What follows belongs to an exercise in optimizing a design on an open flow for a short achievable clock period and few clock cycles; a production flow would make more cautious choices.
In this exercise RTL edits were held to simulation tests only and were not proved equivalent to the original.
No activity file was given, so power comes from the tool's default toggle rates.

## old
==> flow/design.v (excerpt) <==
module cpu (
	input logic clk,
	input logic reset,
	input logic [127:0] ifetch_rdata,
	output logic [11:0] ifetch_address,
	input logic [127:0] mem_rdata,
	input logic mem_resp,
	output logic mem_read,
	output logic mem_write,
	output logic [127:0] mem_wdata,
	output logic [11:0] mem_address,
	output logic [15:0] mem_sel
);
Settings: LEC_CHECK=0, CAP_MARGIN=20, CORE_MARGIN=2, CORE_UTILIZATION=40, SETUP_SLACK_MARGIN=2.2, SLEW_MARGIN=20; clock period 4.4 ns.
standard.sh (not shown) runs the stock make flow with config.mk's settings and CLKGATE_MAP_FILE= SYNTH_SCRIPT=/design/flow/synth_recipe.tcl, a recipe that flattens the netlist after the stock synthesis.
==> flow/flow/run.sh <==
#!/bin/bash
# Layout flow: the standard synthesis; then the combinational logic is
# re-mapped by ABC for delay (flow/resynth.tcl, flow/abc.script), keeping
# every register as the standard synthesis made it; then the standard
# layout from the floorplan on. Each tool's output goes to its own log here.
set -euo pipefail
HERE=$(pwd)
bash standard.sh synth > synth.log 2>&1
R=$HERE/orfs/results/$FLOW_PLATFORM/cpu/base
cp "$R/1_2_yosys.v" "$HERE/1_2_yosys_standard.v"
YOSYS=$(command -v yosys || echo "$FLOW_HOME/../tools/install/yosys/bin/yosys")
# if the re-mapping fails, the standard netlist is laid out as it is
if ! RS_IN="$HERE/1_2_yosys_standard.v" RS_OUT="$HERE/1_2_yosys_remapped.v" RS_TOP="$FLOW_TOP" \
	RS_LIB="$FLOW_HOME/platforms/$FLOW_PLATFORM/lib/sky130_fd_sc_hd__tt_025C_1v80.lib" \
	RS_SCRIPT="$HERE/flow/abc.script" "$YOSYS" -c "$HERE/flow/resynth.tcl" > resynth.log 2>&1; then
	echo "re-mapping failed; keeping the standard netlist" >> resynth.log
else
	cp "$HERE/1_2_yosys_remapped.v" "$R/1_2_yosys.v"
fi
bash standard.sh > layout.log 2>&1
==> flow/flow/abc.script <==
strash
dch -f
map -D 700
topo
buffer -p
upsize -D 700
dnsize -D 700
==> flow/flow/resynth.tcl <==
# Re-map the combinational logic of the standard synthesis with ABC for
# delay. Every sequential cell (so every register, with its name and cell
# type) is kept as it is; only the logic between them changes.
# env: RS_IN RS_OUT RS_TOP RS_LIB RS_SCRIPT
yosys -import
set lib $::env(RS_LIB)
read_liberty -ignore_miss_func -ignore_miss_dir $lib
blackbox sky130_fd_sc_hd__*df* sky130_fd_sc_hd__*dl* sky130_fd_sc_hd__*sdf* sky130_fd_sc_hd__conb_1
read_verilog $::env(RS_IN)
hierarchy -top $::env(RS_TOP)
flatten
opt_clean -purge
set dont_use {}
foreach c {sky130_fd_sc_hd__probe_p_8 sky130_fd_sc_hd__probec_p_8 sky130_fd_sc_hd__lpflow_*} { lappend dont_use -dont_use $c }
set f [open abc.constr w]
puts $f "set_driving_cell sky130_fd_sc_hd__buf_1"
puts $f "set_load 5"
close $f
abc -script $::env(RS_SCRIPT) -liberty $lib {*}$dont_use -constr abc.constr
read_liberty -lib -ignore_redef $lib
opt_clean -purge
hilomap -singleton -hicell sky130_fd_sc_hd__conb_1 HI -locell sky130_fd_sc_hd__conb_1 LO
insbuf -buf sky130_fd_sc_hd__buf_4 A X
splitnets
opt_clean -purge
stat -liberty $lib
check -assert -mapped
write_verilog -noattr -nohex -nodec $::env(RS_OUT)
old ran to completion and came out clean on the timing, DRC and antenna checks.
Testbench counts of old, summed over its fixed seeds: cycles 34,924.
--- input diff old..new ---
==> flow/flow/abc.script <==
strash
dch -f
map -D 500
topo
buffer -p
upsize -D 500
dnsize -D 500
--- outcome ---
- Required time at the worst-slack endpoint essentially unchanged between old and new.
- As far as estimated wirelength of the detail-placed design goes, new and old are indistinguishable; the numbers are identical.
- The static leakage power was comparable across old and new.
- Reported for old and new, total power after layout turned out identical to the last digit.
- Multi-input combinational gate total came out exactly the same in old and new.
- As far as clock latency on the worst-skew pair is concerned, old and new perform about the same.
- As far as die area goes, old and new are indistinguishable; the numbers are identical.

[afterwards: timing with drivers on the ports]
The flow's constraints put no driver on any port. The routed layouts listed below were extracted and timed again, unchanged, in two steps.
Step 1: set_driving_cell puts a clkbuf_16 on clk and a buf_2 on each other input, an assumption about the parent block.
Step 2, shift: input delay + t, output delay - t, t = (earliest + latest rising clock arrival at the registers) / 2. This alone moves slack from input paths to output paths.
a / b / c = no drivers / after step 1 / after step 2; a / b = the first two.
| run | t, ns | setup slack, ns | worst register clock-pin slew, ns | worst data-port slew with drivers (ns) |
|---|---|---|---|---|
| old | 0.839 | 1.888 / 1.862 / 1.152 | 0.07 / 0.07 | 0.19 |
| new | 0.839 | 1.888 / 1.862 / 1.152 | 0.07 / 0.07 | 0.19 |
After both steps every run listed still meets setup and hold.
